From an optimization exercise on the open Yosys and OpenROAD flow, aimed at small area and a short achievable clock period; shortcuts taken in it are not production practice. Function was checked by simulation only, so behaviour that the tests miss may differ from the original.

`flow/design.v`:
```
module echo_train_gen #(
  parameter int N_ECHO  = 5,
  parameter int DW      = 10,
  parameter int CNT_W   = 16,
  parameter int PERIOD  = 200,
  parameter int NOISE_W = 4
) (
  input  logic                          clk,
  input  logic                          reset,
  input  logic                          start,
  input  logic                          stop,
  input  logic                          mode,
  input  logic                          noise_en,
  input  logic [8*(N_ECHO+1)-1:0]       amp_i,
  input  logic [CNT_W*(N_ECHO+1)-1:0]   delay_i,
  output logic [DW-1:0]                 sum_o,
  output logic [7:0]                    start_o,
  output logic                          busy,
  output logic                          frame_o
);
  localparam int NP  = N_ECHO + 1;
  localparam int SW0 = (DW > 12) ? DW : 12;
  localparam int SW  = ((NOISE_W > SW0) ? NOISE_W : SW0) + 2;
  typedef enum logic {IDLE, RUN} state_t;
  state_t                  state_q, state_d;
  logic [CNT_W-1:0]        cnt_q, cnt_d;
  logic [8*NP-1:0]         amp_q, amp_d;
  logic [CNT_W*NP-1:0]     dly_q, dly_d;
  logic [15:0]             lfsr_q, lfsr_d;
  logic [DW-1:0]           sum_q, sum_d;
  logic [7:0]              st_q, st_d;
  logic                    frame_q, frame_d;
  logic                    last;
  logic [7:0]              pv [NP];
  logic [SW-1:0]           acc;
  logic [SW-1:0]           noise;
  function automatic logic [7:0] shape(input logic [3:0] i);
    case (i)
      4'd0:  shape = 8'd2;
      4'd1:  shape = 8'd5;
      4'd2:  shape = 8'd14;
      4'd3:  shape = 8'd35;
      4'd4:  shape = 8'd71;
      4'd5:  shape = 8'd124;
      4'd6:  shape = 8'd185;
      4'd7:  shape = 8'd235;
      4'd8:  shape = 8'd255;
      4'd9:  shape = 8'd235;
      4'd10: shape = 8'd185;
      4'd11: shape = 8'd124;
      4'd12: shape = 8'd71;
      4'd13: shape = 8'd35;
      4'd14: shape = 8'd14;
      default: shape = 8'd5;
    endcase
  endfunction
  function automatic logic [7:0] pulse_val(input logic [7:0] a, input logic [CNT_W-1:0] d,
                                           input logic [CNT_W-1:0] c);
    logic [CNT_W:0] cw, lo, hi, off;
    logic [15:0]    prod;
    cw   = {1'b0, c};
    lo   = {1'b0, d};
    hi   = lo + (CNT_W+1)'(15);
    off  = cw - lo;
    prod = {8'd0, a} * {8'd0, shape(4'(off))};
    pulse_val = (cw >= lo && cw <= hi) ? 8'(prod >> 8) : 8'd0;
  endfunction
  assign last = (cnt_q == CNT_W'(PERIOD - 1));
  always_comb begin
    state_d = state_q;
    cnt_d   = cnt_q;
    amp_d   = amp_q;
    dly_d   = dly_q;
    frame_d = 1'b0;
    case (state_q)
      IDLE: begin
        if (start && !stop) begin
          state_d = RUN;
          cnt_d   = '0;
          amp_d   = amp_i;
          dly_d   = delay_i;
        end
      end
      RUN: begin
        if (stop) begin
          state_d = IDLE;
          cnt_d   = '0;
        end else if (last) begin
          frame_d = 1'b1;
          cnt_d   = '0;
          if (mode) begin
            amp_d = amp_i;
            dly_d = delay_i;
          end else begin
            state_d = IDLE;
          end
        end else begin
          cnt_d = cnt_q + 1'b1;
        end
      end
    endcase
  end
  generate
    if (NOISE_W > 0) begin : g_noise
      assign noise = noise_en ? SW'(lfsr_q[NOISE_W-1:0]) : '0;
    end else begin : g_no_noise
      assign noise = '0;
    end
  endgenerate
  always_comb begin
    acc = '0;
    for (int k = 0; k < NP; k++) begin
      pv[k] = pulse_val(amp_q[8*k +: 8], dly_q[CNT_W*k +: CNT_W], cnt_q);
      acc   = acc + SW'(pv[k]);
    end
    acc = acc + noise;
  end
  always_comb begin
    sum_d = '0;
    st_d  = '0;
    if (state_q == RUN && !stop) begin
      sum_d = (acc > SW'((1 << DW) - 1)) ? '1 : acc[DW-1:0];
      st_d  = pv[0];
    end
  end
  assign lfsr_d = (state_q == RUN) ?
                  {lfsr_q[0] ^ lfsr_q[2] ^ lfsr_q[3] ^ lfsr_q[5], lfsr_q[15:1]} : lfsr_q;
  always_ff @(posedge clk or posedge reset) begin
    if (reset) begin
      state_q <= IDLE;
      cnt_q   <= '0;
      amp_q   <= '0;
      dly_q   <= '0;
      lfsr_q  <= 16'hACE1;
      sum_q   <= '0;
      st_q    <= '0;
      frame_q <= 1'b0;
    end else begin
      state_q <= state_d;
      cnt_q   <= cnt_d;
      amp_q   <= amp_d;
      dly_q   <= dly_d;
      lfsr_q  <= lfsr_d;
      sum_q   <= sum_d;
      st_q    <= st_d;
      frame_q <= frame_d;
    end
  end
  assign sum_o   = sum_q;
  assign start_o = st_q;
  assign frame_o = frame_q;
  assign busy    = (state_q == RUN);
endmodule
```
`flow/run.sh`:
```
#!/bin/bash
# synth_recipe.tcl (not shown) runs the flow's synth.tcl, then flattens the netlist and writes it again
# the make line also repeats each setting of config.mk as NAME=value (left out here)
make -C /OpenROAD-flow-scripts/flow DESIGN_CONFIG=/design/flow/config.mk WORK_HOME=/design/flow/orfs CLKGATE_MAP_FILE= SYNTH_SCRIPT=/design/flow/synth_recipe.tcl finish
```
`flow/config.mk`:
```
export PLATFORM = sky130hd
export DESIGN_NAME = echo_train_gen
export DESIGN_NICKNAME = echo_train_gen
export VERILOG_FILES = /design/flow/design.v
export SDC_FILE = /design/flow/constraint.sdc
export NUM_CORES = 4
export LEC_CHECK = 0
export CAP_MARGIN = 20
export CORE_MARGIN = 2
export CORE_UTILIZATION = 40
export SLEW_MARGIN = 20
```
`flow/constraint.sdc`:
```
create_clock -name core_clock -period 10.5 [get_ports {clk}]
set_input_delay 2.1000 -clock core_clock [delete_from_list [all_inputs] [get_ports {clk}]]
set_output_delay 2.1000 -clock core_clock [all_outputs]
set_load 0.01 [all_outputs]
```
==> summary.md <==
| Metric | Value |
|---|---|
| Status | complete, no violations |
| Final wirelength | 70800 µm |
| Final core utilization | 46.8% |
| Final setup violation count | 0 |
| Hold Vio Cnt, Final | 0 |
| Number of hold-repair buffers added at the cts stage | 0 |
| Number of global-route vias before repair | 21800 |
| Nets | 4198 |
| Initial Util | 40.4% |
| Netlist cell types | 71 |
| Hold Path Class | reg2reg |
| Worst-margin pin slew | 946 ps |
| Share of cells above drive strength 1 | 8.75% |
| Crit path time final | 10030 ps |
| Core outline area | 68600 µm² |
| Min-Delay Path Depth | 1 |
| Die area | 71300 µm² |
| Worst Path Buf+Inv | 9 |
| Initial antenna violation count | 3 |
| Clock tree buffer depth | 2 |
| Setup_tns | 0 ps |
| WL/cell | 16.5 µm |
| Most frequent cells in the layout | 432 x ha_1, 420 x inv_1, 314 x nand2_1 |
| Top achievable clock speed | 99.7 MHz |
| Worst-path clk slew | 80 ps |
| CP arrival | 10370 ps |
| Pin count of the biggest net entering global routing | 105 |
| Global-route wire length before repair | 116000 µm |
| Worst Setup Start Kind | flop |
| Reg2Reg Launch Point | cnt_q[1]$_DFFE_PP0P_ |
| Placed instance area | 31000 µm² |
| R2R Path End | sum_q[7]$_DFF_PP0_ |
| DRC Markers | 0 |
| CTS tree | yes |
| Via Count | 21900 |
| Crit-path slowest cell | fa_1 |
| Syn Inst Count | 3116 |
| Register Area | 4920 µm² |
| Remaining antenna violation count | 0 |
| Clock sinks | 196 |
| #FFs+latches synth | 196 |
| Syn_area_per_cell | 8.89 µm² |
| Chip Width | 267 µm |
| Synthesis Warnings | 2 |
| Fraction of registers with async set/reset | 100% |
| Max Cap Viol | 0 |
| CTS Buf Count | 17 |
| Hold wc startpoint | lfsr_q[9]$_DFFE_PP0P_ |
| Crit. End Element | flop |
| H-tree levels | 4 |
| Die span in y | 267 µm |
| Post-Syn Nets | 3956 |
| Worst Hold Path EP | lfsr_q[8]$_DFFE_PP0P_ |
| Reg2Reg Depth | 40 |
| Ports | 170 |
| Via density | 5.10 |
| Register area share after synthesis | 17.7% |
| EDFF count, synth | 0 |
| Row cnt | 96 |
| CP most frequent cell | fa_1 |
| GR Overflow Total | 0 |
| Root buf cell | clkbuf_16 |
| Final HPWL DP | 57500 µm |
| Reg-to-reg slack, setup | 470 ps |
| Delay-heaviest family, CP | adder cells |
| Tcrit/Tclk final | 95.5% |
| Slew margin rel. | 36.9% |
| Mapped Area | 27700 µm² |
| Clock Latency Late Sink | 510 ps |
| Most common cell after layout, fill and taps aside | ha_1 |
| Port buffer count | 169 |
| Fillers | 6651 |
| Violation count after the first detailed-route iteration | 1010 |
| GP Congestion | 0.872 |
| Critical Path RT | 10840 ps |
| CP max stage delay | 550 ps |
| Worst setup path class | reg2reg |
| Multi-input logic area | 21400 µm² |
| Skew final | 17.2 ps |
| GRT Overall Usage | 20.5% |
| Finished Cell Area | 32100 µm² |
| Highest net fanout along the worst path | 8 |
| Fin. max-slew vios | 0 |
| DRT Pass-1 Iters | 5 |
| Main synth FF type | dfrtp_1 |
| Area Overhead vs Synth | 16.0% |
-- state kept, by name, indices dropped and copies added (netlist names) --
register,flops
dly_q,96
amp_q,48
cnt_q,16
lfsr_q,16
sum_q,10
st_q,8
frame_q,1
state_q,1
-- how the worst max path moves through the flow --
stage / startpoint / to / slack, ps / depth (start not counted)
CTS: cnt_q[0]$_DFFE_PP0P_ / sum_q[3]$_DFF_PP0_ / 30 / 44
floorplan: cnt_q[1]$_DFFE_PP0P_ / sum_q[0]$_DFF_PP0_ / 210 / 40
global placement: cnt_q[1]$_DFFE_PP0P_ / sum_q[7]$_DFF_PP0_ / 10 / 41
detailed placement: cnt_q[1]$_DFFE_PP0P_ / sum_q[3]$_DFF_PP0_ / -70 / 41
global route: cnt_q[1]$_DFFE_PP0P_ / sum_q[3]$_DFF_PP0_ / -50 / 40
finish: cnt_q[1]$_DFFE_PP0P_ / sum_q[7]$_DFF_PP0_ / 470 / 40
-- Yosys cell counts (41+ instances only) --
| master | instances | area, µm² |
|---|---|---|
| inv_1 | 425 | 1600 |
| fa_1 | 250 | 5000 |
| nand3_1 | 54 | 270 |
| nand2_1 | 317 | 1190 |
| xnor2_1 | 124 | 1090 |
| dfrtp_1 | 188 | 4700 |
| nor2_1 | 136 | 510 |
| ha_1 | 440 | 5510 |
| a21oi_1 | 108 | 541 |
| mux2_2 | 66 | 743 |
| o21ai_0 | 190 | 951 |
| nor3_1 | 55 | 275 |
| a21o_1 | 56 | 420 |
| and2_1 | 226 | 1410 |
| nand4_1 | 41 | 257 |
| nor2b_1 | 83 | 519 |
-- worst register-to-register path: cells and delay by family (launching register included) --
family | cells | cell delay [ps]
AO/OA/AOI/OAI | 16 | 2700
XOR/XNOR | 1 | 280
adder cells (fa/ha/maj) | 11 | 5020
buffers and inverters | 9 | 920
flip-flops | 1 | 510
AND/OR/NAND/NOR | 3 | 450
-- logic make-up after synthesis --
group,Yosys count,synth area share (%)
xor gates and xnor gates,147,4.65
muxes,78,3.21
AOI/OAI and AO/OA,500,10.9
DFF,196,17.7
and+or+nand+nor,1037,19.2
buffers and inverters,468,6.35
adders and majority gates,690,38.0
-- final cells by class --
class / count / share of cell area [%]
antenna: 2 / 0.0156
clock buffer: 19 / 1.38
clock inverter: 13 / 0.448
inverter: 425 / 5.00
multi-input combinational: 2452 / 66.6
sequential: 196 / 15.3
tap: 931 / 3.63
timing repair buffer: 266 / 7.58
-- metal layers --
metal,GRT usage (%),part of all wire [%]
met2,33.6,46
met4,4.60,1.5
met3,2.67,3.4
met5,0,0.018
met1,28.9,49
-- through the flow --
step | hold slack [ps] | std cells | worst slack, ps
floorplan | 465 | 3116 | 212
global placement | 473 | 4253 | 12.2
detailed placement | 490 | 4253 | -65.8
CTS | 507 | 4285 | 34.4
global route | 529 | 4302 | -54.1
finish | 506 | 4304 | 472
-- timing repair --
action                     4_1_cts  5_1_grt
hold endpoints to repair         0        0
gates resized for setup          4       99
pin swaps                        0       19
setup endpoints to repair        8       10
setup buffers                    0       16
gates cloned                     0        1

-- static timing again, ports no longer ideal --
How much do the figures lean on ideal ports? The routed layout below was timed once more, with nothing changed but the port constraints. Step 1 sets driving cells, clkbuf_16 on the clock port and buf_2 on the other inputs (assumed; they add their load-dependent delay and slew). Step 2 times the ports against the registers' clock, not the clock port: input delays grow and output delays shrink by t, the midpoint of the rising clock arrivals with the driver on. a / b / c = ideal ports / drivers / drivers and shift; a / b = the first two.
t (ns): 0.554
setup WS [ns]: 0.472 / 0.472 / 0.472
clock arrival spread, ns: 0.017 / 0.018
After both steps setup and hold are still met in this run. The setup slack of this run moves by 0.000 ns with the drivers and by 0.000 ns with both steps.
